Background: an optimization exercise with open tools, aiming at small area, a short achievable clock period and few clock cycles per item. Do not read the settings as production practice.
RTL that was checked went through simulation tests only; none was proved equivalent to the original.
Only the layout flow was run in run 1; the RTL was not checked for function there.

==> config.mk <==
export PLATFORM = sky130hd
export DESIGN_NAME = ntt_core
export DESIGN_NICKNAME = ntt_core
export VERILOG_FILES = /design/flow/design.v
export SDC_FILE = /design/flow/constraint.sdc
export NUM_CORES = 4
export LEC_CHECK = 0
export CAP_MARGIN = 20
export CORE_MARGIN = 2
export CORE_UTILIZATION = 40
export SETUP_SLACK_MARGIN = 3.0
export SLEW_MARGIN = 20
==> constraint.sdc <==
create_clock -name core_clock -period 7.0 [get_ports {clk}]
set_input_delay 1.4000 -clock core_clock [delete_from_list [all_inputs] [get_ports {clk}]]
set_output_delay 1.4000 -clock core_clock [all_outputs]
set_load 0.01 [all_outputs]
==> design.v <==
package ntt_pkg;
    localparam int DATA_W = 14;
    localparam logic [DATA_W-1:0] Q = 14'd12289;
    localparam logic [DATA_W-1:0] R2_MOD_Q = 14'd6829;
endpackage
`timescale 1ns/1ps
module coef_regfile (
    input  logic        clk,
    input  logic [3:0]  wr,         
    input  logic [13:0] wd0,
    input  logic [13:0] wd1,
    input  logic [13:0] wd2,
    input  logic [13:0] wd3,
    output logic [13:0] head0,
    output logic [13:0] head1,
    output logic [13:0] head2,
    output logic [13:0] head3,
    output logic [13:0] nxt0,
    output logic [13:0] nxt1,
    output logic [13:0] nxt3
);
    logic [13:0] l0 [0:3];
    logic [13:0] l1 [0:3];
    logic [13:0] l2 [0:3];
    logic [13:0] l3 [0:3];
    always_ff @(posedge clk) begin
        l0[0] <= wr[0] ? wd0 : l0[1]; l0[1] <= l0[2]; l0[2] <= l0[3]; l0[3] <= l0[0];
        l1[0] <= wr[1] ? wd1 : l1[1]; l1[1] <= l1[2]; l1[2] <= l1[3]; l1[3] <= l1[0];
        l2[0] <= wr[2] ? wd2 : l2[1]; l2[1] <= l2[2]; l2[2] <= l2[3]; l2[3] <= l2[0];
        l3[0] <= wr[3] ? wd3 : l3[1]; l3[1] <= l3[2]; l3[2] <= l3[3]; l3[3] <= l3[0];
    end
    assign head0 = l0[0];
    assign head1 = l1[0];
    assign head2 = l2[0];
    assign head3 = l3[0];
    assign nxt0  = l0[1];
    assign nxt1  = l1[1];
    assign nxt3  = l3[1];
endmodule
`timescale 1ns/1ps
module twiddle_ram (
    input  logic        clk,
    input  logic        wr_en,
    input  logic [2:0]  wr_idx,
    input  logic [13:0] wr_data,
    input  logic [2:0]  rd_sel,     
    output logic [13:0] rd_data
);
    logic [13:0] w1, w2, w3, w4, w6;
    always_ff @(posedge clk) begin
        if (wr_en && wr_idx == 3'd1) w1 <= wr_data;
        if (wr_en && wr_idx == 3'd2) w2 <= wr_data;
        if (wr_en && wr_idx == 3'd3) w3 <= wr_data;
        if (wr_en && wr_idx == 3'd4) w4 <= wr_data;
        if (wr_en && wr_idx == 3'd6) w6 <= wr_data;
    end
    always_comb begin
        case (rd_sel)
            3'd0:    rd_data = w1;
            3'd1:    rd_data = w2;
            3'd2:    rd_data = w3;
            3'd3:    rd_data = w4;
            3'd4:    rd_data = w6;
            default: rd_data = ntt_pkg::R2_MOD_Q;
        endcase
    end
endmodule
`timescale 1ns/1ps
module mod_mult (
    input  logic        clk,
    input  logic [13:0] a,
    input  logic [13:0] b,
    output logic [13:0] p
);
    logic [13:0] a_r;
    logic [27:0] s_r;      
    logic [27:0] c_r;
    logic [13:0] hi_r;     
    logic [13:0] m_r;      
    logic [27:0] s_n;
    logic [27:0] c_n;
    logic [27:0] prod;
    logic [13:0] m;
    logic [14:0] x;
    logic [1:0]  c;
    logic [14:0] t;
    logic [14:0] tq;
    logic [14:0] tx, ty, ux, uy;
    mul_csa csa_i (.a(a_r), .b(b), .s(s_n), .c(c_n));
    always_comb begin
        prod = s_r + c_r;
        m    = {2'(prod[1:0] * 2'd3), 12'd0} - prod[13:0];
        x    = {1'b0, m_r} + {1'b0, 2'(m_r[1:0] * 2'd3), 12'd0};
        c    = 2'(x != 15'd0) + 2'(x > 15'd16384);
        tx   = {1'b0, hi_r} ^ {3'b0, m_r[13:2]} ^ {2'b0, m_r[13:1]};
        ty   = {(({1'b0, hi_r} & {3'b0, m_r[13:2]}) | ({1'b0, hi_r} & {2'b0, m_r[13:1]}) |
                 ({3'b0, m_r[13:2]} & {2'b0, m_r[13:1]})), 1'b0};
        ux   = tx ^ ty ^ 15'd20479;
        uy   = {((tx & ty) | (tx & 15'd20479) | (ty & 15'd20479)), 1'b0};
        t    = tx + ty + 15'(m_r[1] & m_r[0]) + 15'(c);
        tq   = ux + uy + 15'(m_r[1] & m_r[0]) + 15'(c);
    end
    always_ff @(posedge clk) begin
        a_r  <= a;
        s_r  <= s_n;
        c_r  <= c_n;
        hi_r <= prod[27:14];
        m_r  <= m;
        p    <= tq[14] ? t[13:0] : tq[13:0];
    end
endmodule
module mul_csa (
    input  logic [13:0] a,
    input  logic [13:0] b,
    output logic [27:0] s,
    output logic [27:0] c
);
    logic [13:0] pp [0:13];
    always_comb for (int i = 0; i < 14; i++) pp[i] = a & {14{b[i]}};
    logic s1;
    logic c2;
    logic s3;
    logic c4;
    logic s5;
    logic c6;
    logic s7;
    logic c8;
    logic s9;
    logic c10;
    logic s11;
    logic c12;
    logic s13;
    logic c14;
    logic s15;
    logic c16;
    logic s17;
    logic c18;
    logic s19;
    logic c20;
    logic s21;
    logic c22;
    logic s23;
    logic c24;
    logic s25;
    logic c26;
    logic s27;
    logic c28;
    logic s29;
    logic c30;
    logic s31;
    logic c32;
    logic s33;
    logic c34;
    logic s35;
    logic c36;
    logic s37;
    logic c38;
    logic s39;
    logic c40;
    logic s41;
    logic c42;
    logic s43;
    logic c44;
    logic s45;
    logic c46;
    logic s47;
    logic c48;
    logic s49;
    logic c50;
    logic s51;
    logic c52;
    logic s53;
    logic c54;
    logic s55;
    logic c56;
    logic s57;
    logic c58;
    logic s59;
    logic c60;
    logic s61;
    logic c62;
    logic s63;
    logic c64;
    logic s65;
    logic c66;
    logic s67;
    logic c68;
    logic s69;
    logic c70;
    logic s71;
    logic c72;
    logic s73;
    logic c74;
    logic s75;
    logic c76;
    logic s77;
    logic c78;
    logic s79;
    logic c80;
    logic s81;
    logic c82;
    logic s83;
    logic c84;
    logic s85;
    logic c86;
    logic s87;
    logic c88;
    logic s89;
    logic c90;
    logic s91;
    logic c92;
    logic s93;
    logic c94;
    logic s95;
    logic c96;
    logic s97;
    logic c98;
    logic s99;
    logic c100;
    logic s101;
    logic c102;
    logic s103;
    logic c104;
    logic s105;
    logic c106;
    logic s107;
    logic c108;
    logic s109;
    logic c110;
    logic s111;
    logic c112;
    logic s113;
    logic c114;
    logic s115;
    logic c116;
    logic s117;
    logic c118;
    logic s119;
    logic c120;
    logic s121;
    logic c122;
    logic s123;
    logic c124;
    logic s125;
    logic c126;
    logic s127;
    logic c128;
    logic s129;
    logic c130;
    logic s131;
    logic c132;
    logic s133;
    logic c134;
    logic s135;
    logic c136;
    logic s137;
    logic c138;
    logic s139;
    logic c140;
    logic s141;
    logic c142;
    logic s143;
    logic c144;
    logic s145;
    logic c146;
    logic s147;
    logic c148;
    logic s149;
    logic c150;
    logic s151;
    logic c152;
    logic s153;
    logic c154;
    logic s155;
    logic c156;
    logic s157;
    logic c158;
    logic s159;
    logic c160;
    logic s161;
    logic c162;
    logic s163;
    logic c164;
    logic s165;
    logic c166;
    logic s167;
    logic c168;
    logic s169;
    logic c170;
    logic s171;
    logic c172;
    logic s173;
    logic c174;
    logic s175;
    logic c176;
    logic s177;
    logic c178;
    logic s179;
    logic c180;
    logic s181;
    logic c182;
    logic s183;
    logic c184;
    logic s185;
    logic c186;
    logic s187;
    logic c188;
    logic s189;
    logic c190;
    logic s191;
    logic c192;
    logic s193;
    logic c194;
    logic s195;
    logic c196;
    logic s197;
    logic c198;
    logic s199;
    logic c200;
    logic s201;
    logic c202;
    logic s203;
    logic c204;
    logic s205;
    logic c206;
    logic s207;
    logic c208;
    logic s209;
    logic c210;
    logic s211;
    logic c212;
    logic s213;
    logic c214;
    logic s215;
    logic c216;
    logic s217;
    logic c218;
    logic s219;
    logic c220;
    logic s221;
    logic c222;
    logic s223;
    logic c224;
    logic s225;
    logic c226;
    logic s227;
    logic c228;
    logic s229;
    logic c230;
    logic s231;
    logic c232;
    logic s233;
    logic c234;
    logic s235;
    logic c236;
    logic s237;
    logic c238;
    logic s239;
    logic c240;
    logic s241;
    logic c242;
    logic s243;
    logic c244;
    logic s245;
    logic c246;
    logic s247;
    logic c248;
    logic s249;
    logic c250;
    logic s251;
    logic c252;
    logic s253;
    logic c254;
    logic s255;
    logic c256;
    logic s257;
    logic c258;
    logic s259;
    logic c260;
    logic s261;
    logic c262;
    logic s263;
    logic c264;
    logic s265;
    logic c266;
    logic s267;
    logic c268;
    logic s269;
    logic c270;
    logic s271;
    logic c272;
    logic s273;
    logic c274;
    logic s275;
    logic c276;
    logic s277;
    logic c278;
    logic s279;
    logic c280;
    logic s281;
    logic c282;
    logic s283;
    logic c284;
    logic s285;
    logic c286;
    logic s287;
    logic c288;
    logic s289;
    logic c290;
    logic s291;
    logic c292;
    logic s293;
    logic c294;
    logic s295;
    logic c296;
    logic s297;
    logic c298;
    logic s299;
    logic c300;
    logic s301;
    logic c302;
    logic s303;
    logic c304;
    logic s305;
    logic c306;
    logic s307;
    logic c308;
    logic s309;
    logic c310;
    logic s311;
    logic c312;
    assign s1 = pp[0][13] ^ pp[1][12];
    assign c2 = pp[0][13] & pp[1][12];
    assign s3 = pp[1][13] ^ pp[2][12];
    assign c4 = pp[1][13] & pp[2][12];
    assign s5 = pp[0][9] ^ pp[1][8];
    assign c6 = pp[0][9] & pp[1][8];
    assign s7 = pp[0][10] ^ pp[1][9] ^ pp[2][8];
    assign c8 = (pp[0][10] & pp[1][9]) | (pp[0][10] & pp[2][8]) | (pp[1][9] & pp[2][8]);
    assign s9 = pp[3][7] ^ pp[4][6];
    assign c10 = pp[3][7] & pp[4][6];
    assign s11 = pp[0][11] ^ pp[1][10] ^ pp[2][9];
    assign c12 = (pp[0][11] & pp[1][10]) | (pp[0][11] & pp[2][9]) | (pp[1][10] & pp[2][9]);
    assign s13 = pp[3][8] ^ pp[4][7] ^ pp[5][6];
    assign c14 = (pp[3][8] & pp[4][7]) | (pp[3][8] & pp[5][6]) | (pp[4][7] & pp[5][6]);
    assign s15 = pp[6][5] ^ pp[7][4];
    assign c16 = pp[6][5] & pp[7][4];
    assign s17 = pp[0][12] ^ pp[1][11] ^ pp[2][10];
    assign c18 = (pp[0][12] & pp[1][11]) | (pp[0][12] & pp[2][10]) | (pp[1][11] & pp[2][10]);
    assign s19 = pp[3][9] ^ pp[4][8] ^ pp[5][7];
    assign c20 = (pp[3][9] & pp[4][8]) | (pp[3][9] & pp[5][7]) | (pp[4][8] & pp[5][7]);
    assign s21 = pp[6][6] ^ pp[7][5] ^ pp[8][4];
    assign c22 = (pp[6][6] & pp[7][5]) | (pp[6][6] & pp[8][4]) | (pp[7][5] & pp[8][4]);
    assign s23 = pp[9][3] ^ pp[10][2];
    assign c24 = pp[9][3] & pp[10][2];
    assign s25 = s1 ^ pp[2][11] ^ pp[3][10];
    assign c26 = (s1 & pp[2][11]) | (s1 & pp[3][10]) | (pp[2][11] & pp[3][10]);
    assign s27 = pp[4][9] ^ pp[5][8] ^ pp[6][7];
    assign c28 = (pp[4][9] & pp[5][8]) | (pp[4][9] & pp[6][7]) | (pp[5][8] & pp[6][7]);
    assign s29 = pp[7][6] ^ pp[8][5] ^ pp[9][4];
    assign c30 = (pp[7][6] & pp[8][5]) | (pp[7][6] & pp[9][4]) | (pp[8][5] & pp[9][4]);
    assign s31 = pp[10][3] ^ pp[11][2] ^ pp[12][1];
    assign c32 = (pp[10][3] & pp[11][2]) | (pp[10][3] & pp[12][1]) | (pp[11][2] & pp[12][1]);
    assign s33 = c2 ^ s3 ^ pp[3][11];
    assign c34 = (c2 & s3) | (c2 & pp[3][11]) | (s3 & pp[3][11]);
    assign s35 = pp[4][10] ^ pp[5][9] ^ pp[6][8];
    assign c36 = (pp[4][10] & pp[5][9]) | (pp[4][10] & pp[6][8]) | (pp[5][9] & pp[6][8]);
    assign s37 = pp[7][7] ^ pp[8][6] ^ pp[9][5];
    assign c38 = (pp[7][7] & pp[8][6]) | (pp[7][7] & pp[9][5]) | (pp[8][6] & pp[9][5]);
    assign s39 = pp[10][4] ^ pp[11][3] ^ pp[12][2];
    assign c40 = (pp[10][4] & pp[11][3]) | (pp[10][4] & pp[12][2]) | (pp[11][3] & pp[12][2]);
    assign s41 = c4 ^ pp[2][13] ^ pp[3][12];
    assign c42 = (c4 & pp[2][13]) | (c4 & pp[3][12]) | (pp[2][13] & pp[3][12]);
    assign s43 = pp[4][11] ^ pp[5][10] ^ pp[6][9];
    assign c44 = (pp[4][11] & pp[5][10]) | (pp[4][11] & pp[6][9]) | (pp[5][10] & pp[6][9]);
    assign s45 = pp[7][8] ^ pp[8][7] ^ pp[9][6];
    assign c46 = (pp[7][8] & pp[8][7]) | (pp[7][8] & pp[9][6]) | (pp[8][7] & pp[9][6]);
    assign s47 = pp[10][5] ^ pp[11][4] ^ pp[12][3];
    assign c48 = (pp[10][5] & pp[11][4]) | (pp[10][5] & pp[12][3]) | (pp[11][4] & pp[12][3]);
    assign s49 = pp[3][13] ^ pp[4][12] ^ pp[5][11];
    assign c50 = (pp[3][13] & pp[4][12]) | (pp[3][13] & pp[5][11]) | (pp[4][12] & pp[5][11]);
    assign s51 = pp[6][10] ^ pp[7][9] ^ pp[8][8];
    assign c52 = (pp[6][10] & pp[7][9]) | (pp[6][10] & pp[8][8]) | (pp[7][9] & pp[8][8]);
    assign s53 = pp[9][7] ^ pp[10][6] ^ pp[11][5];
    assign c54 = (pp[9][7] & pp[10][6]) | (pp[9][7] & pp[11][5]) | (pp[10][6] & pp[11][5]);
    assign s55 = pp[4][13] ^ pp[5][12] ^ pp[6][11];
    assign c56 = (pp[4][13] & pp[5][12]) | (pp[4][13] & pp[6][11]) | (pp[5][12] & pp[6][11]);
    assign s57 = pp[7][10] ^ pp[8][9] ^ pp[9][8];
    assign c58 = (pp[7][10] & pp[8][9]) | (pp[7][10] & pp[9][8]) | (pp[8][9] & pp[9][8]);
    assign s59 = pp[5][13] ^ pp[6][12] ^ pp[7][11];
    assign c60 = (pp[5][13] & pp[6][12]) | (pp[5][13] & pp[7][11]) | (pp[6][12] & pp[7][11]);
    assign s61 = pp[0][6] ^ pp[1][5];
    assign c62 = pp[0][6] & pp[1][5];
    assign s63 = pp[0][7] ^ pp[1][6] ^ pp[2][5];
    assign c64 = (pp[0][7] & pp[1][6]) | (pp[0][7] & pp[2][5]) | (pp[1][6] & pp[2][5]);
    assign s65 = pp[3][4] ^ pp[4][3];
    assign c66 = pp[3][4] & pp[4][3];
    assign s67 = pp[0][8] ^ pp[1][7] ^ pp[2][6];
    assign c68 = (pp[0][8] & pp[1][7]) | (pp[0][8] & pp[2][6]) | (pp[1][7] & pp[2][6]);
    assign s69 = pp[3][5] ^ pp[4][4] ^ pp[5][3];
    assign c70 = (pp[3][5] & pp[4][4]) | (pp[3][5] & pp[5][3]) | (pp[4][4] & pp[5][3]);
    assign s71 = pp[6][2] ^ pp[7][1];
    assign c72 = pp[6][2] & pp[7][1];
    assign s73 = s5 ^ pp[2][7] ^ pp[3][6];
    assign c74 = (s5 & pp[2][7]) | (s5 & pp[3][6]) | (pp[2][7] & pp[3][6]);
    assign s75 = pp[4][5] ^ pp[5][4] ^ pp[6][3];
    assign c76 = (pp[4][5] & pp[5][4]) | (pp[4][5] & pp[6][3]) | (pp[5][4] & pp[6][3]);
    assign s77 = pp[7][2] ^ pp[8][1] ^ pp[9][0];
    assign c78 = (pp[7][2] & pp[8][1]) | (pp[7][2] & pp[9][0]) | (pp[8][1] & pp[9][0]);
    assign s79 = c6 ^ s7 ^ s9;
    assign c80 = (c6 & s7) | (c6 & s9) | (s7 & s9);
    assign s81 = pp[5][5] ^ pp[6][4] ^ pp[7][3];
    assign c82 = (pp[5][5] & pp[6][4]) | (pp[5][5] & pp[7][3]) | (pp[6][4] & pp[7][3]);
    assign s83 = pp[8][2] ^ pp[9][1] ^ pp[10][0];
    assign c84 = (pp[8][2] & pp[9][1]) | (pp[8][2] & pp[10][0]) | (pp[9][1] & pp[10][0]);
    assign s85 = c8 ^ c10 ^ s11;
    assign c86 = (c8 & c10) | (c8 & s11) | (c10 & s11);
    assign s87 = s13 ^ s15 ^ pp[8][3];
    assign c88 = (s13 & s15) | (s13 & pp[8][3]) | (s15 & pp[8][3]);
    assign s89 = pp[9][2] ^ pp[10][1] ^ pp[11][0];
    assign c90 = (pp[9][2] & pp[10][1]) | (pp[9][2] & pp[11][0]) | (pp[10][1] & pp[11][0]);
    assign s91 = c12 ^ c14 ^ c16;
    assign c92 = (c12 & c14) | (c12 & c16) | (c14 & c16);
    assign s93 = s17 ^ s19 ^ s21;
    assign c94 = (s17 & s19) | (s17 & s21) | (s19 & s21);
    assign s95 = s23 ^ pp[11][1] ^ pp[12][0];
    assign c96 = (s23 & pp[11][1]) | (s23 & pp[12][0]) | (pp[11][1] & pp[12][0]);
    assign s97 = c18 ^ c20 ^ c22;
    assign c98 = (c18 & c20) | (c18 & c22) | (c20 & c22);
    assign s99 = c24 ^ s25 ^ s27;
    assign c100 = (c24 & s25) | (c24 & s27) | (s25 & s27);
    assign s101 = s29 ^ s31 ^ pp[13][0];
    assign c102 = (s29 & s31) | (s29 & pp[13][0]) | (s31 & pp[13][0]);
    assign s103 = c26 ^ c28 ^ c30;
    assign c104 = (c26 & c28) | (c26 & c30) | (c28 & c30);
    assign s105 = c32 ^ s33 ^ s35;
    assign c106 = (c32 & s33) | (c32 & s35) | (s33 & s35);
    assign s107 = s37 ^ s39 ^ pp[13][1];
    assign c108 = (s37 & s39) | (s37 & pp[13][1]) | (s39 & pp[13][1]);
    assign s109 = c34 ^ c36 ^ c38;
    assign c110 = (c34 & c36) | (c34 & c38) | (c36 & c38);
    assign s111 = c40 ^ s41 ^ s43;
    assign c112 = (c40 & s41) | (c40 & s43) | (s41 & s43);
    assign s113 = s45 ^ s47 ^ pp[13][2];
    assign c114 = (s45 & s47) | (s45 & pp[13][2]) | (s47 & pp[13][2]);
    assign s115 = c42 ^ c44 ^ c46;
    assign c116 = (c42 & c44) | (c42 & c46) | (c44 & c46);
    assign s117 = c48 ^ s49 ^ s51;
    assign c118 = (c48 & s49) | (c48 & s51) | (s49 & s51);
    assign s119 = s53 ^ pp[12][4] ^ pp[13][3];
    assign c120 = (s53 & pp[12][4]) | (s53 & pp[13][3]) | (pp[12][4] & pp[13][3]);
    assign s121 = c50 ^ c52 ^ c54;
    assign c122 = (c50 & c52) | (c50 & c54) | (c52 & c54);
    assign s123 = s55 ^ s57 ^ pp[10][7];
    assign c124 = (s55 & s57) | (s55 & pp[10][7]) | (s57 & pp[10][7]);
    assign s125 = pp[11][6] ^ pp[12][5] ^ pp[13][4];
    assign c126 = (pp[11][6] & pp[12][5]) | (pp[11][6] & pp[13][4]) | (pp[12][5] & pp[13][4]);
    assign s127 = c56 ^ c58 ^ s59;
    assign c128 = (c56 & c58) | (c56 & s59) | (c58 & s59);
    assign s129 = pp[8][10] ^ pp[9][9] ^ pp[10][8];
    assign c130 = (pp[8][10] & pp[9][9]) | (pp[8][10] & pp[10][8]) | (pp[9][9] & pp[10][8]);
    assign s131 = pp[11][7] ^ pp[12][6] ^ pp[13][5];
    assign c132 = (pp[11][7] & pp[12][6]) | (pp[11][7] & pp[13][5]) | (pp[12][6] & pp[13][5]);
    assign s133 = c60 ^ pp[6][13] ^ pp[7][12];
    assign c134 = (c60 & pp[6][13]) | (c60 & pp[7][12]) | (pp[6][13] & pp[7][12]);
    assign s135 = pp[8][11] ^ pp[9][10] ^ pp[10][9];
    assign c136 = (pp[8][11] & pp[9][10]) | (pp[8][11] & pp[10][9]) | (pp[9][10] & pp[10][9]);
    assign s137 = pp[11][8] ^ pp[12][7] ^ pp[13][6];
    assign c138 = (pp[11][8] & pp[12][7]) | (pp[11][8] & pp[13][6]) | (pp[12][7] & pp[13][6]);
    assign s139 = pp[7][13] ^ pp[8][12] ^ pp[9][11];
    assign c140 = (pp[7][13] & pp[8][12]) | (pp[7][13] & pp[9][11]) | (pp[8][12] & pp[9][11]);
    assign s141 = pp[10][10] ^ pp[11][9] ^ pp[12][8];
    assign c142 = (pp[10][10] & pp[11][9]) | (pp[10][10] & pp[12][8]) | (pp[11][9] & pp[12][8]);
    assign s143 = pp[8][13] ^ pp[9][12] ^ pp[10][11];
    assign c144 = (pp[8][13] & pp[9][12]) | (pp[8][13] & pp[10][11]) | (pp[9][12] & pp[10][11]);
    assign s145 = pp[0][4] ^ pp[1][3];
    assign c146 = pp[0][4] & pp[1][3];
    assign s147 = pp[0][5] ^ pp[1][4] ^ pp[2][3];
    assign c148 = (pp[0][5] & pp[1][4]) | (pp[0][5] & pp[2][3]) | (pp[1][4] & pp[2][3]);
    assign s149 = pp[3][2] ^ pp[4][1];
    assign c150 = pp[3][2] & pp[4][1];
    assign s151 = s61 ^ pp[2][4] ^ pp[3][3];
    assign c152 = (s61 & pp[2][4]) | (s61 & pp[3][3]) | (pp[2][4] & pp[3][3]);
    assign s153 = pp[4][2] ^ pp[5][1] ^ pp[6][0];
    assign c154 = (pp[4][2] & pp[5][1]) | (pp[4][2] & pp[6][0]) | (pp[5][1] & pp[6][0]);
    assign s155 = c62 ^ s63 ^ s65;
    assign c156 = (c62 & s63) | (c62 & s65) | (s63 & s65);
    assign s157 = pp[5][2] ^ pp[6][1] ^ pp[7][0];
    assign c158 = (pp[5][2] & pp[6][1]) | (pp[5][2] & pp[7][0]) | (pp[6][1] & pp[7][0]);
    assign s159 = c64 ^ c66 ^ s67;
    assign c160 = (c64 & c66) | (c64 & s67) | (c66 & s67);
    assign s161 = s69 ^ s71 ^ pp[8][0];
    assign c162 = (s69 & s71) | (s69 & pp[8][0]) | (s71 & pp[8][0]);
    assign s163 = c68 ^ c70 ^ c72;
    assign c164 = (c68 & c70) | (c68 & c72) | (c70 & c72);
    assign s165 = s73 ^ s75 ^ s77;
    assign c166 = (s73 & s75) | (s73 & s77) | (s75 & s77);
    assign s167 = c74 ^ c76 ^ c78;
    assign c168 = (c74 & c76) | (c74 & c78) | (c76 & c78);
    assign s169 = s79 ^ s81 ^ s83;
    assign c170 = (s79 & s81) | (s79 & s83) | (s81 & s83);
    assign s171 = c80 ^ c82 ^ c84;
    assign c172 = (c80 & c82) | (c80 & c84) | (c82 & c84);
    assign s173 = s85 ^ s87 ^ s89;
    assign c174 = (s85 & s87) | (s85 & s89) | (s87 & s89);
    assign s175 = c86 ^ c88 ^ c90;
    assign c176 = (c86 & c88) | (c86 & c90) | (c88 & c90);
    assign s177 = s91 ^ s93 ^ s95;
    assign c178 = (s91 & s93) | (s91 & s95) | (s93 & s95);
    assign s179 = c92 ^ c94 ^ c96;
    assign c180 = (c92 & c94) | (c92 & c96) | (c94 & c96);
    assign s181 = s97 ^ s99 ^ s101;
    assign c182 = (s97 & s99) | (s97 & s101) | (s99 & s101);
    assign s183 = c98 ^ c100 ^ c102;
    assign c184 = (c98 & c100) | (c98 & c102) | (c100 & c102);
    assign s185 = s103 ^ s105 ^ s107;
    assign c186 = (s103 & s105) | (s103 & s107) | (s105 & s107);
    assign s187 = c104 ^ c106 ^ c108;
    assign c188 = (c104 & c106) | (c104 & c108) | (c106 & c108);
    assign s189 = s109 ^ s111 ^ s113;
    assign c190 = (s109 & s111) | (s109 & s113) | (s111 & s113);
    assign s191 = c110 ^ c112 ^ c114;
    assign c192 = (c110 & c112) | (c110 & c114) | (c112 & c114);
    assign s193 = s115 ^ s117 ^ s119;
    assign c194 = (s115 & s117) | (s115 & s119) | (s117 & s119);
    assign s195 = c116 ^ c118 ^ c120;
    assign c196 = (c116 & c118) | (c116 & c120) | (c118 & c120);
    assign s197 = s121 ^ s123 ^ s125;
    assign c198 = (s121 & s123) | (s121 & s125) | (s123 & s125);
    assign s199 = c122 ^ c124 ^ c126;
    assign c200 = (c122 & c124) | (c122 & c126) | (c124 & c126);
    assign s201 = s127 ^ s129 ^ s131;
    assign c202 = (s127 & s129) | (s127 & s131) | (s129 & s131);
    assign s203 = c128 ^ c130 ^ c132;
    assign c204 = (c128 & c130) | (c128 & c132) | (c130 & c132);
    assign s205 = s133 ^ s135 ^ s137;
    assign c206 = (s133 & s135) | (s133 & s137) | (s135 & s137);
    assign s207 = c134 ^ c136 ^ c138;
    assign c208 = (c134 & c136) | (c134 & c138) | (c136 & c138);
    assign s209 = s139 ^ s141 ^ pp[13][7];
    assign c210 = (s139 & s141) | (s139 & pp[13][7]) | (s141 & pp[13][7]);
    assign s211 = c140 ^ c142 ^ s143;
    assign c212 = (c140 & c142) | (c140 & s143) | (c142 & s143);
    assign s213 = pp[11][10] ^ pp[12][9] ^ pp[13][8];
    assign c214 = (pp[11][10] & pp[12][9]) | (pp[11][10] & pp[13][8]) | (pp[12][9] & pp[13][8]);
    assign s215 = c144 ^ pp[9][13] ^ pp[10][12];
    assign c216 = (c144 & pp[9][13]) | (c144 & pp[10][12]) | (pp[9][13] & pp[10][12]);
    assign s217 = pp[11][11] ^ pp[12][10] ^ pp[13][9];
    assign c218 = (pp[11][11] & pp[12][10]) | (pp[11][11] & pp[13][9]) | (pp[12][10] & pp[13][9]);
    assign s219 = pp[10][13] ^ pp[11][12] ^ pp[12][11];
    assign c220 = (pp[10][13] & pp[11][12]) | (pp[10][13] & pp[12][11]) | (pp[11][12] & pp[12][11]);
    assign s221 = pp[0][3] ^ pp[1][2];
    assign c222 = pp[0][3] & pp[1][2];
    assign s223 = s145 ^ pp[2][2] ^ pp[3][1];
    assign c224 = (s145 & pp[2][2]) | (s145 & pp[3][1]) | (pp[2][2] & pp[3][1]);
    assign s225 = c146 ^ s147 ^ s149;
    assign c226 = (c146 & s147) | (c146 & s149) | (s147 & s149);
    assign s227 = c148 ^ c150 ^ s151;
    assign c228 = (c148 & c150) | (c148 & s151) | (c150 & s151);
    assign s229 = c152 ^ c154 ^ s155;
    assign c230 = (c152 & c154) | (c152 & s155) | (c154 & s155);
    assign s231 = c156 ^ c158 ^ s159;
    assign c232 = (c156 & c158) | (c156 & s159) | (c158 & s159);
    assign s233 = c160 ^ c162 ^ s163;
    assign c234 = (c160 & c162) | (c160 & s163) | (c162 & s163);
    assign s235 = c164 ^ c166 ^ s167;
    assign c236 = (c164 & c166) | (c164 & s167) | (c166 & s167);
    assign s237 = c168 ^ c170 ^ s171;
    assign c238 = (c168 & c170) | (c168 & s171) | (c170 & s171);
    assign s239 = c172 ^ c174 ^ s175;
    assign c240 = (c172 & c174) | (c172 & s175) | (c174 & s175);
    assign s241 = c176 ^ c178 ^ s179;
    assign c242 = (c176 & c178) | (c176 & s179) | (c178 & s179);
    assign s243 = c180 ^ c182 ^ s183;
    assign c244 = (c180 & c182) | (c180 & s183) | (c182 & s183);
    assign s245 = c184 ^ c186 ^ s187;
    assign c246 = (c184 & c186) | (c184 & s187) | (c186 & s187);
    assign s247 = c188 ^ c190 ^ s191;
    assign c248 = (c188 & c190) | (c188 & s191) | (c190 & s191);
    assign s249 = c192 ^ c194 ^ s195;
    assign c250 = (c192 & c194) | (c192 & s195) | (c194 & s195);
    assign s251 = c196 ^ c198 ^ s199;
    assign c252 = (c196 & c198) | (c196 & s199) | (c198 & s199);
    assign s253 = c200 ^ c202 ^ s203;
    assign c254 = (c200 & c202) | (c200 & s203) | (c202 & s203);
    assign s255 = c204 ^ c206 ^ s207;
    assign c256 = (c204 & c206) | (c204 & s207) | (c206 & s207);
    assign s257 = c208 ^ c210 ^ s211;
    assign c258 = (c208 & c210) | (c208 & s211) | (c210 & s211);
    assign s259 = c212 ^ c214 ^ s215;
    assign c260 = (c212 & c214) | (c212 & s215) | (c214 & s215);
    assign s261 = c216 ^ c218 ^ s219;
    assign c262 = (c216 & c218) | (c216 & s219) | (c218 & s219);
    assign s263 = c220 ^ pp[11][13] ^ pp[12][12];
    assign c264 = (c220 & pp[11][13]) | (c220 & pp[12][12]) | (pp[11][13] & pp[12][12]);
    assign s265 = pp[0][2] ^ pp[1][1];
    assign c266 = pp[0][2] & pp[1][1];
    assign s267 = s221 ^ pp[2][1] ^ pp[3][0];
    assign c268 = (s221 & pp[2][1]) | (s221 & pp[3][0]) | (pp[2][1] & pp[3][0]);
    assign s269 = c222 ^ s223 ^ pp[4][0];
    assign c270 = (c222 & s223) | (c222 & pp[4][0]) | (s223 & pp[4][0]);
    assign s271 = c224 ^ s225 ^ pp[5][0];
    assign c272 = (c224 & s225) | (c224 & pp[5][0]) | (s225 & pp[5][0]);
    assign s273 = c226 ^ s227 ^ s153;
    assign c274 = (c226 & s227) | (c226 & s153) | (s227 & s153);
    assign s275 = c228 ^ s229 ^ s157;
    assign c276 = (c228 & s229) | (c228 & s157) | (s229 & s157);
    assign s277 = c230 ^ s231 ^ s161;
    assign c278 = (c230 & s231) | (c230 & s161) | (s231 & s161);
    assign s279 = c232 ^ s233 ^ s165;
    assign c280 = (c232 & s233) | (c232 & s165) | (s233 & s165);
    assign s281 = c234 ^ s235 ^ s169;
    assign c282 = (c234 & s235) | (c234 & s169) | (s235 & s169);
    assign s283 = c236 ^ s237 ^ s173;
    assign c284 = (c236 & s237) | (c236 & s173) | (s237 & s173);
    assign s285 = c238 ^ s239 ^ s177;
    assign c286 = (c238 & s239) | (c238 & s177) | (s239 & s177);
    assign s287 = c240 ^ s241 ^ s181;
    assign c288 = (c240 & s241) | (c240 & s181) | (s241 & s181);
    assign s289 = c242 ^ s243 ^ s185;
    assign c290 = (c242 & s243) | (c242 & s185) | (s243 & s185);
    assign s291 = c244 ^ s245 ^ s189;
    assign c292 = (c244 & s245) | (c244 & s189) | (s245 & s189);
    assign s293 = c246 ^ s247 ^ s193;
    assign c294 = (c246 & s247) | (c246 & s193) | (s247 & s193);
    assign s295 = c248 ^ s249 ^ s197;
    assign c296 = (c248 & s249) | (c248 & s197) | (s249 & s197);
    assign s297 = c250 ^ s251 ^ s201;
    assign c298 = (c250 & s251) | (c250 & s201) | (s251 & s201);
    assign s299 = c252 ^ s253 ^ s205;
    assign c300 = (c252 & s253) | (c252 & s205) | (s253 & s205);
    assign s301 = c254 ^ s255 ^ s209;
    assign c302 = (c254 & s255) | (c254 & s209) | (s255 & s209);
    assign s303 = c256 ^ s257 ^ s213;
    assign c304 = (c256 & s257) | (c256 & s213) | (s257 & s213);
    assign s305 = c258 ^ s259 ^ s217;
    assign c306 = (c258 & s259) | (c258 & s217) | (s259 & s217);
    assign s307 = c260 ^ s261 ^ pp[13][10];
    assign c308 = (c260 & s261) | (c260 & pp[13][10]) | (s261 & pp[13][10]);
    assign s309 = c262 ^ s263 ^ pp[13][11];
    assign c310 = (c262 & s263) | (c262 & pp[13][11]) | (s263 & pp[13][11]);
    assign s311 = c264 ^ pp[12][13] ^ pp[13][12];
    assign c312 = (c264 & pp[12][13]) | (c264 & pp[13][12]) | (pp[12][13] & pp[13][12]);
    assign s[0] = pp[0][0];
    assign c[0] = 1'b0;
    assign s[1] = pp[0][1];
    assign c[1] = pp[1][0];
    assign s[2] = s265;
    assign c[2] = pp[2][0];
    assign s[3] = c266;
    assign c[3] = s267;
    assign s[4] = c268;
    assign c[4] = s269;
    assign s[5] = c270;
    assign c[5] = s271;
    assign s[6] = c272;
    assign c[6] = s273;
    assign s[7] = c274;
    assign c[7] = s275;
    assign s[8] = c276;
    assign c[8] = s277;
    assign s[9] = c278;
    assign c[9] = s279;
    assign s[10] = c280;
    assign c[10] = s281;
    assign s[11] = c282;
    assign c[11] = s283;
    assign s[12] = c284;
    assign c[12] = s285;
    assign s[13] = c286;
    assign c[13] = s287;
    assign s[14] = c288;
    assign c[14] = s289;
    assign s[15] = c290;
    assign c[15] = s291;
    assign s[16] = c292;
    assign c[16] = s293;
    assign s[17] = c294;
    assign c[17] = s295;
    assign s[18] = c296;
    assign c[18] = s297;
    assign s[19] = c298;
    assign c[19] = s299;
    assign s[20] = c300;
    assign c[20] = s301;
    assign s[21] = c302;
    assign c[21] = s303;
    assign s[22] = c304;
    assign c[22] = s305;
    assign s[23] = c306;
    assign c[23] = s307;
    assign s[24] = c308;
    assign c[24] = s309;
    assign s[25] = c310;
    assign c[25] = s311;
    assign s[26] = c312;
    assign c[26] = pp[13][13];
    assign s[27] = 1'b0;
    assign c[27] = 1'b0;
endmodule
`timescale 1ns/1ps
module mod_addsub (
    input  logic [13:0] a,
    input  logic [13:0] b,
    input  logic        sub,
    output logic [13:0] y
);
    logic [14:0] bb;
    logic [14:0] s;
    logic [14:0] t;
    logic [14:0] k;
    logic [14:0] cx;
    logic [14:0] cy;
    always_comb begin
        bb = {1'b0, b} ^ {15{sub}};
        k  = sub ? 15'd12290 : 15'd20479;
        cx = {1'b0, a} ^ bb ^ k;
        cy = ({1'b0, a} & bb) | ({1'b0, a} & k) | (bb & k);
        s  = {1'b0, a} + bb + 15'(sub);
        t  = cx + {cy[13:0], 1'b0};
        if (sub) y = s[14] ? t[13:0] : s[13:0];
        else     y = t[14] ? s[13:0] : t[13:0];
    end
endmodule
module mod_add (
    input  logic [13:0] a,
    input  logic [13:0] b,
    output logic [13:0] y
);
    logic [14:0] s;
    logic [14:0] t;
    logic [14:0] cx;
    logic [14:0] cy;
    always_comb begin
        cx = {1'b0, a} ^ {1'b0, b} ^ 15'd20479;
        cy = ({1'b0, a} & {1'b0, b}) | ({1'b0, a} & 15'd20479) | ({1'b0, b} & 15'd20479);
        s = {1'b0, a} + {1'b0, b};
        t = cx + {cy[13:0], 1'b0};
        y = t[14] ? s[13:0] : t[13:0];
    end
endmodule
module mod_sub (
    input  logic [13:0] a,
    input  logic [13:0] b,
    output logic [13:0] y
);
    logic [14:0] s;
    logic [14:0] t;
    logic [14:0] cx;
    logic [14:0] cy;
    always_comb begin
        cx = {1'b0, a} ^ {1'b1, ~b} ^ 15'd12290;
        cy = ({1'b0, a} & {1'b1, ~b}) | ({1'b0, a} & 15'd12290) | ({1'b1, ~b} & 15'd12290);
        s = {1'b0, a} + {1'b1, ~b} + 15'd1;
        t = cx + {cy[13:0], 1'b0};
        y = s[14] ? t[13:0] : s[13:0];
    end
endmodule
`timescale 1ns/1ps
`timescale 1ns/1ps
module ntt_core (
    input  logic        clk,
    input  logic        reset,
    input  logic        load_w,
    input  logic        load_data,
    input  logic        start,
    input  logic [13:0] din,
    output logic        done,
    output logic [13:0] dout
);
    typedef enum logic [2:0] {
        S_IDLE,
        S_LTW,
        S_LDATA,
        S_WAIT,
        S_RUN
    } state_t;
    state_t      state;
    logic [3:0]  seq;
    logic [3:0]  twk;      
    logic [1:0]  hcol;     
    logic [4:0]  k;        
    logic [4:0]  kn;       
    logic        spec;     
    logic        ready;
    logic        go;
    logic        go_spec;
    logic        cmd_start;
    logic        commit;
    logic        abort;
    logic [13:0] din_r;
    logic        ldv_r;    
    logic [3:0]  ldi_r;
    assign cmd_start = start && !load_w && !load_data;
    assign ready     = (hcol == 2'd1) && (twk >= 4'd13);
    assign go_spec   = (state == S_LDATA) && (seq == 4'd14) && ready;
    assign commit    = spec && (state == S_IDLE) && cmd_start;
    assign abort     = spec && (state == S_IDLE) && !cmd_start;
    assign go        = ready && !spec && (((state == S_IDLE) && cmd_start) || (state == S_WAIT));
    assign kn        = (go || go_spec) ? 5'd1 :
                       (abort ? 5'd0 : (((k != 5'd0) && (k != 5'd25)) ? k + 5'd1 : 5'd0));
    always_ff @(posedge clk or posedge reset) begin
        if (reset) begin
            state <= S_IDLE;
            seq   <= '0;
            twk   <= 4'd15;
            hcol  <= '0;
            k     <= '0;
            spec  <= 1'b0;
            ldv_r <= 1'b0;
            ldi_r <= '0;
        end else begin
            hcol  <= hcol + 2'd1;
            ldv_r <= (state == S_LDATA);
            ldi_r <= seq;
            k     <= kn;
            if (twk != 4'd15) twk <= twk + 4'd1;
            if (go_spec) spec <= 1'b1;
            if (state == S_IDLE) spec <= 1'b0;
            case (state)
                S_IDLE: begin
                    seq <= '0;
                    if (commit) begin
                        state <= S_RUN;
                    end else if (load_w) begin
                        state <= S_LTW;
                        twk   <= '0;
                    end else if (load_data) begin
                        state <= S_LDATA;
                        hcol  <= 2'd3;
                    end else if (start) begin
                        state <= go ? S_RUN : S_WAIT;
                    end
                end
                S_LTW: begin
                    seq <= seq + 4'd1;
                    if (seq == 4'd7) state <= S_IDLE;
                end
                S_LDATA: begin
                    seq <= seq + 4'd1;
                    if (seq == 4'd15) state <= S_IDLE;
                end
                S_WAIT: begin
                    if (go) state <= S_RUN;
                end
                S_RUN: begin
                    if (k == 5'd25) state <= S_IDLE;
                end
                default: state <= S_IDLE;
            endcase
        end
    end
    logic       s2_sub;
    logic       s2_swap;   
    logic       s2_bu2;    
    logic       d_wr;
    logic       z_mult;
    logic [1:0] ru_ph;     
    logic       en_r1;
    logic       en_r0;
    logic       en_r2;
    logic       f_hi;      
    logic       f_r3h;
    logic       f_sub;
    logic       out_en;
    always_ff @(posedge clk) begin
        s2_sub  <= ((kn >= 5'd5) && (kn <= 5'd8)) || (kn >= 5'd13);
        s2_swap <= (kn == 5'd15);
        s2_bu2  <= (kn <= 5'd8);
        d_wr    <= (kn >= 5'd4) && (kn <= 5'd7);
        ru_ph   <= kn[1:0];
        en_r1   <= (kn[1:0] == 2'd3);
        en_r0   <= (kn[1:0] == 2'd1);
        en_r2   <= (kn[1:0] == 2'd2);
        f_hi    <= kn[1] ^ 1'b1;       
        f_r3h   <= (kn[1:0] == 2'd1);
        f_sub   <= kn[0];
        out_en  <= (kn >= 5'd10) && (kn <= 5'd25);
        case (kn)
            5'd9, 5'd10, 5'd11, 5'd13, 5'd14, 5'd15, 5'd17, 5'd18, 5'd19: z_mult <= 1'b1;
            default: z_mult <= 1'b0;
        endcase
    end
    logic [4:0] kq;
    logic [1:0] ma_sel;
    logic [2:0] tw_sel;
    logic [2:0] tw_sel_r;
    logic       conv;      
    assign kq   = ((k != 5'd0) && (k != 5'd25)) ? k + 5'd1 : 5'd0;
    assign conv = (twk <= 4'd7);
    always_comb begin
        if (kq <= 5'd4)           ma_sel = 2'd1;   
        else if (kq[1:0] == 2'd1) ma_sel = 2'd2;   
        else                      ma_sel = 2'd3;   
        case (kq)
            5'd6:    tw_sel = 3'd1;   
            5'd8:    tw_sel = 3'd4;   
            5'd10:   tw_sel = 3'd0;   
            5'd11:   tw_sel = 3'd1;   
            5'd12:   tw_sel = 3'd2;   
            5'd14:   tw_sel = 3'd2;   
            5'd15:   tw_sel = 3'd4;   
            5'd16:   tw_sel = 3'd0;   
            default: tw_sel = 3'd3;   
        endcase
        if (conv) tw_sel = 3'd7;
    end
    always_ff @(posedge clk) begin
        tw_sel_r <= tw_sel;
    end
    always_ff @(posedge clk) begin
        din_r <= din;
    end
    logic [13:0] h0, h1, h2, h3, n0, n1, n3;
    logic [13:0] lx;       
    logic [13:0] la, lc;
    logic [3:0]  l_wr;
    logic        l_hi;     
    assign l_hi = ldi_r[3];
    assign lx   = ldi_r[2] ? n1 : n0;
    mod_add ld_add_i (.a(lx), .b(din_r), .y(la));
    mod_sub ld_sub_i (.a(lx), .b(din_r), .y(lc));
    logic [13:0] e_nxt;
    assign e_nxt = (ldv_r && (ldi_r[3:2] == 2'd3)) ? lc : n3;
    always_comb begin
        l_wr = 4'b0000;
        if (ldv_r) begin
            l_wr[{l_hi, ldi_r[2]}] = 1'b1;    
            if (l_hi) l_wr[{1'b0, ldi_r[2]}] = 1'b1;    
        end
    end
    coef_regfile rf_i (
        .clk  (clk),
        .wr   (l_wr),
        .wd0  (l_hi ? la : din_r),
        .wd1  (l_hi ? la : din_r),
        .wd2  (lc),
        .wd3  (lc),
        .head0(h0),
        .head1(h1),
        .head2(h2),
        .head3(h3),
        .nxt0 (n0),
        .nxt1 (n1),
        .nxt3 (n3)
    );
    logic [13:0] dr [0:3];
    logic [13:0] mp;
    always_ff @(posedge clk) begin
        dr[0] <= d_wr ? mp : dr[1];
        dr[1] <= dr[2];
        dr[2] <= dr[3];
        dr[3] <= dr[0];
    end
    logic [13:0] y, y_n;
    logic [13:0] s2_a, s2_b;
    assign s2_a = s2_swap ? dr[0] : (s2_bu2 ? h0 : h2);
    assign s2_b = s2_bu2 ? h1 : (s2_swap ? h2 : dr[0]);
    mod_addsub s2_i (.a(s2_a), .b(s2_b), .sub(s2_sub), .y(y_n));
    always_ff @(posedge clk) begin
        y <= y_n;
    end
    logic [13:0] ma;
    logic [13:0] mb;
    always_comb begin
        if (conv)                 ma = din;
        else if (ma_sel == 2'd1)  ma = e_nxt;
        else if (ma_sel == 2'd2)  ma = ru_y;
        else                      ma = y_n;
    end
    twiddle_ram tw_i (
        .clk    (clk),
        .wr_en  ((twk >= 4'd4) && (twk <= 4'd11)),
        .wr_idx (3'(twk - 4'd4)),
        .wr_data(mp),
        .rd_sel (tw_sel_r),
        .rd_data(mb)
    );
    mod_mult mult_i (
        .clk(clk),
        .a  (ma),
        .b  (mb),
        .p  (mp)
    );
    logic [13:0] yd1, yd2, yd3;
    always_ff @(posedge clk) begin
        yd1 <= y;
        yd2 <= yd1;
        yd3 <= yd2;
    end
    logic [13:0] z;
    logic [13:0] zd1, zd2, zd3, zd4;
    assign z = z_mult ? mp : yd3;
    always_ff @(posedge clk) begin
        zd1 <= z;
        zd2 <= zd1;
        zd3 <= zd2;
        zd4 <= zd3;
    end
    logic [13:0] ru_a, ru_b, ru_y;
    logic [13:0] r0, r1, r2, r3h;
    always_comb begin
        case (ru_ph)
            2'd3:    begin ru_a = zd2; ru_b = z;   end    
            2'd0:    begin ru_a = zd3; ru_b = zd1; end    
            2'd1:    begin ru_a = zd1; ru_b = zd3; end    
            default: begin ru_a = zd2; ru_b = zd4; end    
        endcase
    end
    mod_addsub ru_i (.a(ru_a), .b(ru_b), .sub(~ru_ph[0]), .y(ru_y));
    always_ff @(posedge clk) begin
        if (en_r1) r1 <= ru_y;
        if (en_r0) r0 <= ru_y;
        if (en_r2) r2 <= ru_y;
        r3h <= mp;
    end
    logic [13:0] fa, fb, fy;
    assign fa = f_hi ? r2 : r0;
    assign fb = f_hi ? (f_r3h ? r3h : mp) : r1;
    mod_addsub fin_i (.a(fa), .b(fb), .sub(f_sub), .y(fy));
    always_ff @(posedge clk or posedge reset) begin
        if (reset) begin
            done <= 1'b0;
            dout <= '0;
        end else begin
            done <= (k == 5'd9);
            dout <= out_en ? fy : 14'd0;
        end
    end
endmodule
==> run.sh <==
#!/bin/bash
# synth_recipe.tcl (not shown) runs the flow's synth.tcl, then flattens the netlist and writes it again
# the make line also repeats each setting of config.mk as NAME=value (left out here)
make -C /OpenROAD-flow-scripts/flow DESIGN_CONFIG=/design/flow/config.mk WORK_HOME=/design/flow/orfs CLKGATE_MAP_FILE= SYNTH_SCRIPT=/design/flow/synth_recipe.tcl finish
==> metrics.yaml, run 1 <==
drt:
  remaining_drc_errors: 0
  vias_per_cell: 5.12
  first_pass_iters: 7
  routed_wl_um: 97500
  wl_per_cell_um: 19.1
  wl_met1_um: 43000
  drtAntennaViolNets: 0
  wl_met3_um: 4540
  top_layer: "met5"
  num_vias: 26200
  dr.first_iter.drc_count: 1671
  dr_wl_met2_um: 46900
setup_path:
  path_max_fanout: 2
  cp.required_ns: 7.51
  critPathMostFrequentCell: "buf_4"
  criticalPathCategory: "flop to flop"
  critPathMaxStageDelay_ns: 0.49
  critPathCaptureType: "flop"
  worstSetupStartpointType: "flop"
  cp.arrival_ns: 5.40
  crit_slowest_cell: "fa_1"
place:
  gp_congestion: 0.833
  placed_cells: 4701
  io_buffers: 33
  dpl.hpwl_um: 66100
grt:
  grt_pass1_vias: 25900
  grt_usage: 0.199
  antenna_found_initial: 5
  grt-ovfl-total: 0
  grt_max_degree: 38
  grt_pass1_wl_um: 146000
clocking:
  clk_latency_ns: 0.64
  h-tree-depth: 3
  root_buffer: "clkbuf_16"
  clock_sinks: 693
  numCtsBuffers: 74
  cts_tree: "yes"
  holdBufCountCts: 0
  cts_buffer_depth: 3
  path_clk_slew_ns: 0.06
die:
  core_um2: 91400
  start_util: 0.402
  fp.dieW_um: 307
  die-area_um2: 94300
  row_count: 111
  ios: 34
  fp.dieH_um: 307
final_layout:
  synthToLayoutAreaGrowth_pct: 25.1
  drive_gt1_frac: 0.239
  final_cells: 5112
  antenna_cells: 0
  layout.nets: 4349
  fin_util: 0.503
sta:
  slew_violations: 0
  fin_skew_ns: 0.0538
  period_share: 0.698
  fin_tns_setup_ns: 0
  hold_ws_ns: 0.293
  rsz0062_at_grt: "yes"
  relSlewSlack: 0.283
  max_freq_mhz: 205
  hold_viol: 0
  setup_violations: 0
  period_minus_slack_ns: 4.89
  tightest_slew_ns: 1.08
flow_run:
  cap_violations: 0
logic_synthesis:
  async_flop_share: 0.0534
  syn-num-nets: 4047
  avgSynthCellArea_um2: 10.3
  ys_warn_count: 14
  synth-seq-cells: 693
  synth_edf_count: 112
  synth_cell_types: 85
  seq_area_frac_synth: 0.413
  syn_area_um2: 36700
  synthFlopType: "dfxtp_1"
  synthCells: 3564
outcome:
  outcome: "no timing/DRC/antenna violations"
hold_path:
  worst_hold_path_type: "flop to flop"
## kinds of logic (layout without fill, tap and decap cells)
family / after synthesis / count (layout) / share of synthesized area
mux: 241 / 241 / 0.0689
buf+inv: 466 / 825 / 0.0485
compound gates: 643 / 643 / 0.112
fa+ha+maj: 464 / 464 / 0.196
flops: 693 / 693 / 0.413
simple gates: 823 / 826 / 0.106
xor+xnor: 234 / 234 / 0.0558
## cells in the mapped netlist, types with 6 or more instances
| library cell | instances | area, um^2 |
|---|---|---|
| a211o_1 | 6 | 52.6 |
| a211oi_1 | 15 | 113 |
| a21o_1 | 47 | 353 |
| a21oi_1 | 160 | 801 |
| a22o_1 | 10 | 87.6 |
| a22oi_1 | 24 | 180 |
| a31oi_1 | 21 | 131 |
| and2_1 | 111 | 694 |
| and3_1 | 7 | 43.8 |
| buf_1 | 17 | 63.8 |
| buf_2 | 12 | 60.1 |
| clkbuf_1 | 87 | 327 |
| dfrtp_1 | 33 | 826 |
| dfxtp_1 | 544 | 10900 |
| edfxtp_1 | 112 | 3360 |
| fa_1 | 184 | 3680 |
| ha_1 | 280 | 3500 |
| inv_1 | 347 | 1300 |
| mux2_2 | 81 | 912 |
| mux2i_1 | 158 | 1580 |
| nand2_1 | 290 | 1090 |
| nand2b_1 | 47 | 294 |
| nand3_1 | 28 | 140 |
| nand3b_1 | 7 | 52.6 |
| nand4_1 | 10 | 62.6 |
| nor2_1 | 192 | 721 |
| nor2b_1 | 41 | 257 |
| nor3_1 | 44 | 220 |
| nor4_1 | 8 | 50.1 |
| o211ai_1 | 11 | 82.6 |
| o21a_1 | 21 | 158 |
| o21ai_0 | 189 | 946 |
| o21ai_1 | 6 | 30.0 |
| o21bai_1 | 20 | 150 |
| o22a_1 | 8 | 70.1 |
| o22ai_1 | 20 | 125 |
| o31ai_1 | 14 | 105 |
| o41ai_1 | 8 | 70.1 |
| or2_2 | 8 | 50.1 |
| or3_1 | 12 | 75.1 |
| xnor2_1 | 162 | 1420 |
| xor2_1 | 72 | 631 |
## layer usage
| layer | GRT usage | vias to the layer above |
|---|---|---|
| met1 | 0.257 | 12800 |
| li1 | - | 12600 |
| met3 | 0.0351 | 163 |
| met4 | 0.0777 | 4 |
| met5 | 0 | - |
| met2 | 0.331 | 573 |
## final timing paths
path / end / cells past startpoint / startpoint / slack, ns
max in group asynchronous: ldi_r[2]$_DFF_PP0_ / 2 / reset / 5.26
min: yd1[4]$_DFF_P_ / 0 / y[4]$_DFF_P_ / 0.29
max reg2reg: mult_i.p[6]$_DFF_P_ / 30 / mult_i.m_r[0]$_DFF_P_ / 2.11
min in group asynchronous: done$_DFF_PP0_ / 2 / reset / 1.25
min reg2reg: yd1[4]$_DFF_P_ / 0 / y[4]$_DFF_P_ / 0.29
max: mult_i.p[6]$_DFF_P_ / 30 / mult_i.m_r[0]$_DFF_P_ / 2.11
## sequential cells by signal, summed over array words and instances (netlist names), 26 cells and up
signal      flops
rf_i.l3        56
rf_i.l0        56
dr             56
mult_i.s_r     27
rf_i.l2        56
rf_i.l1        56
mult_i.c_r     26
## metrics by stage
stage	setup WS [ns]	instance area, um^2
after floorplan	2.47	37100
after global placement	1.33	38500
after detailed placement	1.30	38500
after CTS	2.25	43700
after global routing	1.93	46000
final	2.11	46000
## timing repair
action                                  4_1_cts  5_1_grt
buffers inserted                            158       97
gates cloned                                 10       10
resized for setup                           304      315
pin swaps                                   110      125
endpoints found under the setup margin      191      156
## placed cells by master (no fill, tap or decap), types with 67 or more instances in the layout
cell type  instances
dfxtp_1          523
inv_1            297
nand2_1          277
ha_1             243
buf_4            188
nor2_1           184
xnor2_1          158
o21ai_0          151
a21oi_1          125
fa_1             118
edfxtp_1         112
mux2i_1          107
and2_1            93
clkbuf_16         86
buf_6             72
xor2_1            67
## critical path, delay by kind of cell, from the launching register on
kind                     cells  cell delay [ns]
AO/OA/AOI/OAI                4             0.65
XOR/XNOR                     1             0.17
adder cells (fa/ha/maj)      5             1.39
buffers and inverters       15             1.57
flip-flops                   1             0.33
multiplexers                 1             0.09
AND/OR/NAND/NOR              4             0.55
## layout make-up
type	count	area [um^2]
inverters	347	1310
repair inverters	1	7.51
multi-input cells	2408	21800
repair buffers	341	3470
well taps	1186	1480
flip-flops and latches	693	15200
clock inverters	32	423
clock buffers	104	2230
fillers	8051	45400
==> run 2, diff against run 1 <==
--- a/design.v
+++ b/design.v
@@ -79,2 +79,3 @@
     logic [13:0] m_r;      
+    logic [1:0]  k_r;      
     logic [27:0] s_n;
@@ -82,8 +83,10 @@
     logic [27:0] prod;
+    logic [13:0] lo;
     logic [13:0] m;
-    logic [14:0] x;
+    logic [2:0]  h;
     logic [1:0]  c;
+    logic [1:0]  kc;
+    logic [14:0] tx, ty, ux, uy;
     logic [14:0] t;
     logic [14:0] tq;
-    logic [14:0] tx, ty, ux, uy;
     mul_csa csa_i (.a(a_r), .b(b), .s(s_n), .c(c_n));
@@ -91,5 +94,9 @@
         prod = s_r + c_r;
-        m    = {2'(prod[1:0] * 2'd3), 12'd0} - prod[13:0];
-        x    = {1'b0, m_r} + {1'b0, 2'(m_r[1:0] * 2'd3), 12'd0};
-        c    = 2'(x != 15'd0) + 2'(x > 15'd16384);
+        lo   = prod[13:0];
+        m    = {2'(lo[1:0] * 2'd3), 12'd0} - lo;
+        h    = {1'b0, lo[13:12]} + {1'b0, lo[1:0]};
+        if (lo == 14'd0)                                           c = 2'd0;
+        else if ((h > 3'd4) || ((h == 3'd4) && (lo[11:0] != 12'd0))) c = 2'd2;
+        else                                                       c = 2'd1;
+        kc   = c + 2'(m[1] & m[0]);
         tx   = {1'b0, hi_r} ^ {3'b0, m_r[13:2]} ^ {2'b0, m_r[13:1]};
@@ -99,4 +106,4 @@
         uy   = {((tx & ty) | (tx & 15'd20479) | (ty & 15'd20479)), 1'b0};
-        t    = tx + ty + 15'(m_r[1] & m_r[0]) + 15'(c);
-        tq   = ux + uy + 15'(m_r[1] & m_r[0]) + 15'(c);
+        t    = tx + ty + 15'(k_r);
+        tq   = ux + uy + 15'(k_r);
     end
@@ -108,2 +115,3 @@
         m_r  <= m;
+        k_r  <= kc;
         p    <= tq[14] ? t[13:0] : tq[13:0];
@@ -957,3 +965,5 @@
     logic       z_mult;
-    logic [1:0] ru_ph;     
+    logic       ru_p0;     
+    logic       ru_sub;
+    logic       f_r3n;     
     logic       en_r1;
@@ -962,3 +972,2 @@
     logic       f_hi;      
-    logic       f_r3h;
     logic       f_sub;
@@ -970,3 +979,5 @@
         d_wr    <= (kn >= 5'd4) && (kn <= 5'd7);
-        ru_ph   <= kn[1:0];
+        ru_p0   <= (kn[1:0] == 2'd0);
+        ru_sub  <= ~kn[0];
+        f_r3n   <= (kn[1:0] != 2'd1);
         en_r1   <= (kn[1:0] == 2'd3);
@@ -975,3 +986,2 @@
         f_hi    <= kn[1] ^ 1'b1;       
-        f_r3h   <= (kn[1:0] == 2'd1);
         f_sub   <= kn[0];
@@ -1102,10 +1112,6 @@
     always_comb begin
-        case (ru_ph)
-            2'd3:    begin ru_a = zd2; ru_b = z;   end    
-            2'd0:    begin ru_a = zd3; ru_b = zd1; end    
-            2'd1:    begin ru_a = zd1; ru_b = zd3; end    
-            default: begin ru_a = zd2; ru_b = zd4; end    
-        endcase
+        ru_a = ({14{en_r1 | en_r2}} & zd2) | ({14{ru_p0}} & zd3) | ({14{en_r0}} & zd1);
+        ru_b = ({14{en_r1}} & z) | ({14{ru_p0}} & zd1) | ({14{en_r0}} & zd3) | ({14{en_r2}} & zd4);
     end
-    mod_addsub ru_i (.a(ru_a), .b(ru_b), .sub(~ru_ph[0]), .y(ru_y));
+    mod_addsub ru_i (.a(ru_a), .b(ru_b), .sub(ru_sub), .y(ru_y));
     always_ff @(posedge clk) begin
@@ -1118,3 +1124,3 @@
     assign fa = f_hi ? r2 : r0;
-    assign fb = f_hi ? (f_r3h ? r3h : mp) : r1;
+    assign fb = f_hi ? (f_r3n ? mp : r3h) : r1;
     mod_addsub fin_i (.a(fa), .b(fb), .sub(f_sub), .y(fy));
--- a/config.mk
+++ b/config.mk
@@ -10,3 +10,4 @@
 export CORE_UTILIZATION = 40
-export SETUP_SLACK_MARGIN = 3.0
+export CTS_BUF_LIST = sky130_fd_sc_hd__clkbuf_8
+export SETUP_SLACK_MARGIN = 4.0
 export SLEW_MARGIN = 20
==> metrics.yaml, run 2 <==
setup_path:
  path_max_fanout: 7  # +5
  criticalPathCategory: "flop to flop"
  worstSetupStartpointType: "flop"
  critPathCaptureType: "flop"
  cp.required_ns: 7.64  # +0.13 ns
  cp.arrival_ns: 5.02  # -0.38 ns
clocking:
  h-tree-depth: 3  # unchanged
  path_clk_slew_ns: 0.07  # about the same
  root_buffer: "clkbuf_8"
  numCtsBuffers: 110  # +49%
  clk_latency_ns: 0.78  # +0.14 ns
  cts_buffer_depth: 3  # unchanged
  clock_sinks: 696  # +0.43%
  cts_tree: "yes"
place:
  gp_congestion: 0.842  # +1.1%
  io_buffers: 33  # unchanged
  dp_slack_ns: 1.81  # +0.514 ns
  place_area_um2: 39000  # +1.1%
  dpl.hpwl_um: 64000  # -3.2%
sta:
  setup_ws_ns: 2.62  # +0.508 ns
  max_freq_mhz: 228  # +12%
  fin_skew_ns: 0.0669  # +0.0131 ns
  tightest_slew_ns: 1.23  # +0.158 ns
  period_share: 0.625  # -0.0726
  rsz0062_at_grt: "yes"
  fin_tns_setup_ns: 0  # unchanged
  slew_violations: 0  # unchanged
  hold_viol: 0  # unchanged
  setup_violations: 0  # unchanged
  period_minus_slack_ns: 4.38  # -0.508 ns
  relSlewSlack: 0.172  # -0.112
logic_synthesis:
  avgSynthCellArea_um2: 10.4  # +0.43%
  synth_cell_types: 85  # unchanged
  synth-seq-cells: 696  # +0.43%
  synth-compound-area-share: 0.120  # +0.00789
  ys_warn_count: 14  # unchanged
  synthFlopType: "dfxtp_1"
  synth_mux_area_frac: 0.0529  # -0.0160
  synthCells: 3529  # -0.98%
  synth_xor_area_frac: 0.0599  # +0.00415
  synth_commonest_cells: "dfxtp_1, inv_1, ha_1"
  synth_edf_count: 112  # unchanged
  ys_top_cells_by_area: "dfxtp_1, fa_1, ha_1"
  syn_area_um2: 36500  # -0.56%
  syn-num-nets: 4011  # -0.89%
  async_flop_share: 0.0532  # -0.000230
  yosys.area_share.simple: 0.105  # -0.00129
  yosys.area.top_type_share: 0.300  # +0.00331
  synth_top_family_by_area: "adder cells"
  seq_area_frac_synth: 0.417  # +0.00396
  yosys.area.top_type: "dfxtp_1"
  synth.most_common_cell: "dfxtp_1"
  yosys.area_share.adder: 0.196  # +0.000345
drt:
  num_vias: 26600  # +1.6%
  vias_per_cell: 5.12  # +0.14%
  first_pass_iters: 6  # -1
  drtAntennaViolNets: 0  # unchanged
  wl_per_cell_um: 19.1  # +0.21%
  dr.first_iter.drc_count: 1576  # -5.7%
  remaining_drc_errors: 0  # unchanged
  routed_wl_um: 99200  # +1.7%
final_layout:
  synthToLayoutAreaGrowth_pct: 30.5
  layout.nets: 4395  # +1.1%
  final_area_um2: 47700  # +3.7%
  drive_gt1_frac: 0.315  # +0.0764
  final_cell_mix: "dfxtp_1, inv_1, ha_1"
  fin_util: 0.528  # +0.0251
  final_common_cell: "dfxtp_1"
die:
  die-area_um2: 93800  # -0.55%
  fp.dieW_um: 306  # -0.28%
  core_um2: 90300  # -1.2%
  fp.dieH_um: 306  # -0.28%
  row_count: 110  # -0.90%
  ios: 34  # unchanged
  start_util: 0.405  # +0.00262
grt:
  grt-ovfl-total: 0  # unchanged
  grt_max_degree: 38  # unchanged
  grt_pass1_vias: 26700  # +3.3%
  grt_usage: 0.207  # +0.00780
  grt_pass1_wl_um: 151000  # +4.0%
  antenna_found_initial: 6  # +1
flow_run:
  cap_violations: 0  # unchanged
outcome:
  outcome: "no timing/DRC/antenna violations"
hold_path:
  worst_hold_path_type: "flop to flop"
[run 2: critical path, stage by stage, from the launching register on]
cell and delay [ns]:
dfxtp_4 0.39, buf_4 0.20, buf_4 0.15, a222oi_1 0.24, buf_4 0.18, o211ai_1 0.12, o21ai_0 0.14, inv_1 0.11
fa_1 0.47, a21oi_1 0.25, o21bai_1 0.17, o311ai_2 0.37, o311ai_0 0.22, o21ai_2 0.16, buf_12 0.16, nor3b_2 0.04
mux2_4 0.27, a211o_4 0.29, a221o_1 0.31
[run 2: layout make-up]
cell class              instances  area [um^2]
clock buffers                 132         1820
fillers                      7818        42600
multi-input cells            2371        23000
flip-flops and latches        696        15300
repair buffers                392         4190
diodes                          5         12.5
well taps                    1176         1470
clock inverters                72          581
inverters                     342         1300
[run 2: metal layers]
metal,GRT usage,vias up,wire length [um],share of wire
li1,-,12800,-,-
met5,0,-,0,0
met4,0.0640,0,2700,0.027
met1,0.280,13100,45200,0.46
met3,0.0295,165,3970,0.040
met2,0.342,552,47300,0.48
[run 2: final timing paths]
kind	endpoint	depth (start not counted)	start	slack (ns)
worst max-delay path	mult_i.a_r[13]$_DFF_P_	18	en_r2$_DFF_P_	2.62
worst min-delay path	rf_i.l1[1][3]$_DFF_P_	0	rf_i.l1[2][3]$_DFF_P_	0.30
worst max register to register	mult_i.a_r[13]$_DFF_P_	18	en_r2$_DFF_P_	2.62
worst min register to register	rf_i.l1[1][3]$_DFF_P_	0	rf_i.l1[2][3]$_DFF_P_	0.30
max in group asynchronous	ldi_r[2]$_DFF_PP0_	3	reset	5.49
min in group asynchronous	dout[1]$_DFF_PP0_	3	reset	1.06
[run 2: cell families after synthesis]
logic type,count (synthesis)
AND/OR/NAND/NOR,798
flip-flops,696
AO/OA/AOI/OAI,669
buffers and inverters,470
adder cells (fa/ha/maj),463
XOR/XNOR,250
multiplexers,183
[run 2: repair_timing]
| item | in CTS | in global routing |
|---|---|---|
| buffers inserted | 241 | 78 |
| hold buffers | 0 | 0 |
| cloned | 18 | 1 |
| setup endpoints to repair | 226 | 207 |
| pin swaps | 188 | 132 |
| gates resized for setup | 539 | 217 |
[run 2: through the flow]
stage          hold slack, ns  instances
2_1_floorplan           0.310       3529
3_3_place_gp            0.310       4639
3_5_place_dp            0.312       4639
4_1_cts                 0.308       5102
5_1_grt                 0.315       5184
6_report                0.304       5186
Testbench counts of run 2, summed over its fixed seeds: cycles 7,952, transforms 192.

afterwards: timing with drivers on the ports:
The results above use ideal ports. As a check the final layouts listed here were re-extracted and re-timed, cells and wires unchanged.
Step 1 assumes that a clkbuf_16 drives the clock port and a buf_2 every other input.
Step 2 times the ports against the registers' clock, not the clock port: input delays grow and output delays shrink by t, the midpoint of the rising clock arrivals with the driver on.
Three values: no drivers, after step 1, after step 2; two values: the first two.
run | t, ns | setup slack, ns | hold WS [ns] | worst setup path after step 2 | slew at the worst register clock pin (ns)
run 1 | 0.676 | 2.114 / 2.114 / 2.114 | 0.293 / 0.293 / 0.293 | register to register | 0.06 / 0.06
run 2 | 0.798 | 2.622 / 2.622 / 2.622 | 0.304 / 0.304 / 0.304 | register to register | 0.08 / 0.08
After both steps setup and hold are still met in every run listed.
